From an optimization exercise on the open Yosys and OpenROAD flow, aimed at small area, a short achievable clock period and few clock cycles per item; shortcuts taken in it are not production practice. Power figures rest on the tool's default switching activity, not on a simulated workload.

==> xenon: inputs <==
==> flow/design.v (excerpt) <==
module proc_core_param #(
    parameter int DATA_W = 16,
    parameter int NREG   = 16,
    parameter int PC_W   = 8
) (
    input  logic                    clk,
    input  logic                    rst,
    input  logic                    run,
    output logic [PC_W-1:0]         imem_addr,
    input  logic [DATA_W-1:0]       imem_data,
    input  logic [$clog2(NREG)-1:0] dbg_sel,
    output logic [DATA_W-1:0]       dbg_data,
    output logic                    done,
    output logic                    halted,
    output logic                    zero_flag,
    output logic                    carry_flag,
    output logic                    illegal
);
==> module proc_core_param, before the edit <==
module proc_core_param #(
    parameter int DATA_W = 16,
    parameter int NREG   = 16,
    parameter int PC_W   = 8
) (
    input  logic                    clk,
    input  logic                    rst,
    input  logic                    run,
    output logic [PC_W-1:0]         imem_addr,
    input  logic [DATA_W-1:0]       imem_data,
    input  logic [$clog2(NREG)-1:0] dbg_sel,
    output logic [DATA_W-1:0]       dbg_data,
    output logic                    done,
    output logic                    halted,
    output logic                    zero_flag,
    output logic                    carry_flag,
    output logic                    illegal
);
    localparam int RA_W = $clog2(NREG);
    localparam logic [3:0] OP_NOP  = 4'd0;
    localparam logic [3:0] OP_LDI  = 4'd1;
    localparam logic [3:0] OP_MOV  = 4'd2;
    localparam logic [3:0] OP_ADD  = 4'd3;
    localparam logic [3:0] OP_SUB  = 4'd4;
    localparam logic [3:0] OP_JZ   = 4'd5;
    localparam logic [3:0] OP_HALT = 4'd6;
    logic [PC_W-1:0]              fa;
    logic                         dv;
    logic                         ir_v;
    logic [3:0]                   ir_op;
    logic [RA_W-1:0]              ir_rx;
    logic [DATA_W-1:0]            opa, opb;
    logic [NREG-1:0][DATA_W-1:0]  regs;
    logic [3:0]                   d_op;
    logic [RA_W-1:0]              d_rx, d_ry;
    logic                         two_word, ex, first, d_halt, taken, go, we;
    logic [DATA_W-1:0]            wdata;
    logic [DATA_W:0]              s;
    logic                         sub;
    assign d_op     = imem_data[DATA_W-1 -: 4];
    assign d_rx     = imem_data[DATA_W-5 -: RA_W];
    assign d_ry     = imem_data[DATA_W-5-RA_W -: RA_W];
    assign two_word = (ir_op == OP_LDI) || (ir_op == OP_JZ);
    assign ex       = ir_v && (!two_word || dv);
    assign first    = dv && !(ir_v && two_word);
    assign d_halt   = first && (d_op == OP_HALT);
    assign go       = run && !halted;
    assign we       = ex && (ir_op == OP_LDI || ir_op == OP_MOV || ir_op == OP_ADD || ir_op == OP_SUB);
    assign taken     = ir_v && dv && (ir_op == OP_JZ) && (opa == '0);
    assign imem_addr = taken ? imem_data[PC_W-1:0] : fa;
    logic [DATA_W-1:0] bx, ag, ap, cg, cp;
    assign sub = (ir_op == OP_SUB);
    always_comb begin
        bx = opb ^ {DATA_W{sub}};
        ag = opa & bx;
        ap = opa ^ bx;
        cg = ag;
        cp = ap;
        cg[0] = ag[0] | (ap[0] & sub);
        for (int d = 1; d < DATA_W; d = d * 2)
            for (int i = DATA_W - 1; i >= d; i--) begin
                cg[i] = cg[i] | (cp[i] & cg[i-d]);
                cp[i] = cp[i] & cp[i-d];
            end
    end
    assign s     = {cg[DATA_W-1], ap ^ {cg[DATA_W-2:0], sub}};
    assign wdata = (ir_op == OP_LDI) ? imem_data : (ir_op == OP_MOV) ? opb : s[DATA_W-1:0];
    assign dbg_data = regs[dbg_sel];
    always_ff @(posedge clk or posedge rst) begin
        if (rst) begin
            fa    <= '0;
            dv    <= 1'b0;
            ir_v  <= 1'b0;
            ir_op <= '0;
            ir_rx <= '0;
        end else if (go) begin
            dv <= 1'b1;
            fa <= imem_addr + 1'b1;
            if (first) begin
                ir_v  <= !d_halt;
                ir_op <= d_op;
                ir_rx <= d_rx;
            end else if (ex) begin
                ir_v <= 1'b0;
            end
        end else begin
            dv <= 1'b0;
            fa <= fa - {{(PC_W-1){1'b0}}, dv};
        end
    end
    always_ff @(posedge clk) begin
        if (go && first) begin
            opa <= (we && ir_rx == d_rx) ? wdata : regs[d_rx];
            opb <= (we && ir_rx == d_ry) ? wdata : regs[d_ry];
        end
    end
    always_ff @(posedge clk or posedge rst) begin
        if (rst) begin
            regs       <= '0;
            done       <= 1'b0;
            halted     <= 1'b0;
            zero_flag  <= 1'b0;
            carry_flag <= 1'b0;
            illegal    <= 1'b0;
        end else begin
            done <= go && ex;
            if (go) begin
                if (d_halt) halted <= 1'b1;
                if (we) regs[ir_rx] <= wdata;
                if (ex) begin
                    case (ir_op)
                        OP_NOP, OP_LDI, OP_MOV, OP_JZ: ;
                        OP_ADD, OP_SUB: begin
                            zero_flag  <= (s[DATA_W-1:0] == '0);
                            carry_flag <= s[DATA_W] ^ sub;
                        end
                        default: illegal <= 1'b1;
                    endcase
                end
            end
        end
    end
endmodule
clock: 6.0 ns
lec_check: 0
cap_margin: 20
core_margin: 2
core_utilization: 50
setup_slack_margin: 3.3
slew_margin: 20
run.sh (not shown) runs the stock make flow with config.mk's settings and CLKGATE_MAP_FILE= SYNTH_SCRIPT=/design/flow/synth_recipe.tcl, a recipe that flattens the netlist after the stock synthesis.
==> fjord (differences from xenon) <==
- SETUP_SLACK_MARGIN: 3.3 -> default
==> pepper (differences from xenon) <==
--- a/flow/design.v
+++ b/flow/design.v
@@ -29,7 +29,8 @@
     logic                         ir_v;
     logic [3:0]                   ir_op;
     logic [RA_W-1:0]              ir_rx;
-    logic [DATA_W-1:0]            opa, opb;
+    logic [DATA_W-1:0]            opa, opb, opa_d, opb_d;
+    logic                         ir_tk;
     logic [NREG-1:0][DATA_W-1:0]  regs;
     logic [3:0]                   d_op;
     logic [RA_W-1:0]              d_rx, d_ry;
@@ -46,7 +47,7 @@
     assign d_halt   = first && (d_op == OP_HALT);
     assign go       = run && !halted;
     assign we       = ex && (ir_op == OP_LDI || ir_op == OP_MOV || ir_op == OP_ADD || ir_op == OP_SUB);
-    assign taken     = ir_v && dv && (ir_op == OP_JZ) && (opa == '0);
+    assign taken     = ir_v && dv && ir_tk;
     assign imem_addr = taken ? imem_data[PC_W-1:0] : fa;
     logic [DATA_W-1:0] bx, ag, ap, cg, cp;
     assign sub = (ir_op == OP_SUB);
@@ -65,7 +66,14 @@
     end
     assign s     = {cg[DATA_W-1], ap ^ {cg[DATA_W-2:0], sub}};
     assign wdata = (ir_op == OP_LDI) ? imem_data : (ir_op == OP_MOV) ? opb : s[DATA_W-1:0];
-    assign dbg_data = regs[dbg_sel];
+    logic [NREG-1:0]  dbg_oh, a_oh, b_oh;
+    logic [DATA_W-1:0] rd_a, rd_b;
+    assign dbg_oh = {{(NREG-1){1'b0}}, 1'b1} << dbg_sel;
+    assign a_oh   = {{(NREG-1){1'b0}}, 1'b1} << d_rx;
+    assign b_oh   = {{(NREG-1){1'b0}}, 1'b1} << d_ry;
+    proc_core_param_rdmux #(.N(NREG), .W(DATA_W)) u_rd_dbg (.oh(dbg_oh), .r(regs), .q(dbg_data));
+    proc_core_param_rdmux #(.N(NREG), .W(DATA_W)) u_rd_a   (.oh(a_oh),   .r(regs), .q(rd_a));
+    proc_core_param_rdmux #(.N(NREG), .W(DATA_W)) u_rd_b   (.oh(b_oh),   .r(regs), .q(rd_b));
     always_ff @(posedge clk or posedge rst) begin
         if (rst) begin
             fa    <= '0;
@@ -73,6 +81,7 @@
             ir_v  <= 1'b0;
             ir_op <= '0;
             ir_rx <= '0;
+            ir_tk <= 1'b0;
         end else if (go) begin
             dv <= 1'b1;
             fa <= imem_addr + 1'b1;
@@ -80,6 +89,7 @@
                 ir_v  <= !d_halt;
                 ir_op <= d_op;
                 ir_rx <= d_rx;
+                ir_tk <= (d_op == OP_JZ) && (opa_d == '0);
             end else if (ex) begin
                 ir_v <= 1'b0;
             end
@@ -88,15 +98,28 @@
             fa <= fa - {{(PC_W-1){1'b0}}, dv};
         end
     end
+    assign opa_d = (we && ir_rx == d_rx) ? wdata : rd_a;
+    assign opb_d = (we && ir_rx == d_ry) ? wdata : rd_b;
     always_ff @(posedge clk) begin
         if (go && first) begin
-            opa <= (we && ir_rx == d_rx) ? wdata : regs[d_rx];
-            opb <= (we && ir_rx == d_ry) ? wdata : regs[d_ry];
+            opa <= opa_d;
+            opb <= opb_d;
         end
+    end
+    logic [NREG-1:0]              nwrow;
+    logic [NREG-1:0][DATA_W-1:0]  regs_d;
+    logic [DATA_W-1:0]            wdata_n;
+    assign nwrow   = ~((go && we) ? ({{(NREG-1){1'b0}}, 1'b1} << ir_rx) : '0);
+    assign wdata_n = ~wdata;
+    always_comb
+        for (int i = 0; i < NREG; i++)
+            regs_d[i] = ~((wdata_n | {DATA_W{nwrow[i]}}) & ~(regs[i] & {DATA_W{nwrow[i]}}));
+    always_ff @(posedge clk or posedge rst) begin
+        if (rst) regs <= '0;
+        else     regs <= regs_d;
     end
     always_ff @(posedge clk or posedge rst) begin
         if (rst) begin
-            regs       <= '0;
             done       <= 1'b0;
             halted     <= 1'b0;
             zero_flag  <= 1'b0;
@@ -106,7 +129,6 @@
             done <= go && ex;
             if (go) begin
                 if (d_halt) halted <= 1'b1;
-                if (we) regs[ir_rx] <= wdata;
                 if (ex) begin
                     case (ir_op)
                         OP_NOP, OP_LDI, OP_MOV, OP_JZ: ;
@@ -121,3 +143,16 @@
         end
     end
 endmodule
+module proc_core_param_rdmux #(
+    parameter int N = 16,
+    parameter int W = 16
+) (
+    input  logic [N-1:0]   oh,
+    input  logic [N*W-1:0] r,
+    output logic [W-1:0]   q
+);
+    always_comb begin
+        q = '0;
+        for (int i = 0; i < N; i++) q = q | (r[i*W +: W] & {W{oh[i]}});
+    end
+endmodule
- CORE_UTILIZATION: 50 -> 65
- SETUP_SLACK_MARGIN: 3.3 -> 2.0
- SYNTH_HIERARCHICAL: default -> 1
- SYNTH_MINIMUM_KEEP_SIZE: default -> 0
==> violet (differences from xenon) <==
--- a/flow/design.v
+++ b/flow/design.v
@@ -29,7 +29,8 @@
     logic                         ir_v;
     logic [3:0]                   ir_op;
     logic [RA_W-1:0]              ir_rx;
-    logic [DATA_W-1:0]            opa, opb;
+    logic [DATA_W-1:0]            opa, opb, opa_d, opb_d;
+    logic                         ir_tk;
     logic [NREG-1:0][DATA_W-1:0]  regs;
     logic [3:0]                   d_op;
     logic [RA_W-1:0]              d_rx, d_ry;
@@ -46,7 +47,7 @@
     assign d_halt   = first && (d_op == OP_HALT);
     assign go       = run && !halted;
     assign we       = ex && (ir_op == OP_LDI || ir_op == OP_MOV || ir_op == OP_ADD || ir_op == OP_SUB);
-    assign taken     = ir_v && dv && (ir_op == OP_JZ) && (opa == '0);
+    assign taken     = ir_v && dv && ir_tk;
     assign imem_addr = taken ? imem_data[PC_W-1:0] : fa;
     logic [DATA_W-1:0] bx, ag, ap, cg, cp;
     assign sub = (ir_op == OP_SUB);
@@ -65,7 +66,14 @@
     end
     assign s     = {cg[DATA_W-1], ap ^ {cg[DATA_W-2:0], sub}};
     assign wdata = (ir_op == OP_LDI) ? imem_data : (ir_op == OP_MOV) ? opb : s[DATA_W-1:0];
-    assign dbg_data = regs[dbg_sel];
+    logic [NREG-1:0]  dbg_oh, a_oh, b_oh;
+    logic [DATA_W-1:0] rd_a, rd_b;
+    assign dbg_oh = {{(NREG-1){1'b0}}, 1'b1} << dbg_sel;
+    assign a_oh   = {{(NREG-1){1'b0}}, 1'b1} << d_rx;
+    assign b_oh   = {{(NREG-1){1'b0}}, 1'b1} << d_ry;
+    proc_core_param_rdmux #(.N(NREG), .W(DATA_W)) u_rd_dbg (.oh(dbg_oh), .r(regs), .q(dbg_data));
+    proc_core_param_rdmux #(.N(NREG), .W(DATA_W)) u_rd_a   (.oh(a_oh),   .r(regs), .q(rd_a));
+    proc_core_param_rdmux #(.N(NREG), .W(DATA_W)) u_rd_b   (.oh(b_oh),   .r(regs), .q(rd_b));
     always_ff @(posedge clk or posedge rst) begin
         if (rst) begin
             fa    <= '0;
@@ -73,6 +81,7 @@
             ir_v  <= 1'b0;
             ir_op <= '0;
             ir_rx <= '0;
+            ir_tk <= 1'b0;
         end else if (go) begin
             dv <= 1'b1;
             fa <= imem_addr + 1'b1;
@@ -80,6 +89,7 @@
                 ir_v  <= !d_halt;
                 ir_op <= d_op;
                 ir_rx <= d_rx;
+                ir_tk <= (d_op == OP_JZ) && (opa_d == '0);
             end else if (ex) begin
                 ir_v <= 1'b0;
             end
@@ -88,15 +98,28 @@
             fa <= fa - {{(PC_W-1){1'b0}}, dv};
         end
     end
+    assign opa_d = (we && ir_rx == d_rx) ? wdata : rd_a;
+    assign opb_d = (we && ir_rx == d_ry) ? wdata : rd_b;
     always_ff @(posedge clk) begin
         if (go && first) begin
-            opa <= (we && ir_rx == d_rx) ? wdata : regs[d_rx];
-            opb <= (we && ir_rx == d_ry) ? wdata : regs[d_ry];
+            opa <= opa_d;
+            opb <= opb_d;
         end
+    end
+    logic [NREG-1:0]              nwrow;
+    logic [NREG-1:0][DATA_W-1:0]  regs_d;
+    logic [DATA_W-1:0]            wdata_n;
+    assign nwrow   = ~((go && we) ? ({{(NREG-1){1'b0}}, 1'b1} << ir_rx) : '0);
+    assign wdata_n = ~wdata;
+    always_comb
+        for (int i = 0; i < NREG; i++)
+            regs_d[i] = ~((wdata_n | {DATA_W{nwrow[i]}}) & ~(regs[i] & {DATA_W{nwrow[i]}}));
+    always_ff @(posedge clk or posedge rst) begin
+        if (rst) regs <= '0;
+        else     regs <= regs_d;
     end
     always_ff @(posedge clk or posedge rst) begin
         if (rst) begin
-            regs       <= '0;
             done       <= 1'b0;
             halted     <= 1'b0;
             zero_flag  <= 1'b0;
@@ -106,7 +129,6 @@
             done <= go && ex;
             if (go) begin
                 if (d_halt) halted <= 1'b1;
-                if (we) regs[ir_rx] <= wdata;
                 if (ex) begin
                     case (ir_op)
                         OP_NOP, OP_LDI, OP_MOV, OP_JZ: ;
@@ -121,3 +143,16 @@
         end
     end
 endmodule
+module proc_core_param_rdmux #(
+    parameter int N = 16,
+    parameter int W = 16
+) (
+    input  logic [N-1:0]   oh,
+    input  logic [N*W-1:0] r,
+    output logic [W-1:0]   q
+);
+    always_comb begin
+        q = '0;
+        for (int i = 0; i < N; i++) q = q | (r[i*W +: W] & {W{oh[i]}});
+    end
+endmodule
- SETUP_SLACK_MARGIN: 3.3 -> 2.0
- SYNTH_HIERARCHICAL: default -> 1
- SYNTH_MINIMUM_KEEP_SIZE: default -> 0
==> summary of the runs <==
fjord produced a clean layout. xenon completed with no timing, DRC or antenna violations. violet finished with timing, DRC and antenna clean. pepper passed the timing, design-rule and antenna checks. In pepper the sequential cell count is higher than in xenon, by 1. In pepper the register-to-register slack is better than in fjord, by 350 ps. In pepper the maximum frequency is larger than in xenon, by 0.70%. Against fjord, the setup slack of pepper is better by 770 ps. In xenon the via count is lower than in pepper, by 11%. Between xenon and pepper, the lower design area is in pepper (gap about 28%, measured against pepper). Between xenon and pepper, the lower sequential power is in xenon (gap 9.0%, measured against pepper). Of fjord and pepper, fjord has the higher die area (gap 35%, measured against pepper). Sequential share of layout area: xenon < fjord < violet < pepper.
Function was not checked in any run of this note: the RTL went through the layout flow alone.

==> separate check: timing with driven ports <==
No port has a modelled driver above. Below, the same layouts with a new extraction and two added sets of constraints.
Step 1, drivers: a clkbuf_16 drives clk and a buf_2 each remaining input, both assumed.
Step 2 adds t to the input delays and takes it off the output delays; t is the mean of the earliest and latest rising clock arrival at the registers after step 1. Input paths then give back, and output paths get back, about the clock's delay inside the block.
a / b / c = no drivers / after step 1 / after step 2; a / b = the first two.
run	t (ns)	slack for setup (ns)	latest minus earliest clock arrival (ns)
xenon	0.601	1.993 / 1.849 / 1.849	0.027 / 0.027
fjord	0.597	1.253 / 1.228 / 1.228	0.019 / 0.019
pepper	0.579	2.021 / 1.987 / 1.473	0.027 / 0.027
violet	0.609	1.876 / 1.894 / 1.284	0.023 / 0.023
After both steps setup and hold are still met in every run listed. The setup slack of violet, which loses most, moves by +0.018 ns with the drivers and by -0.592 ns with both steps.
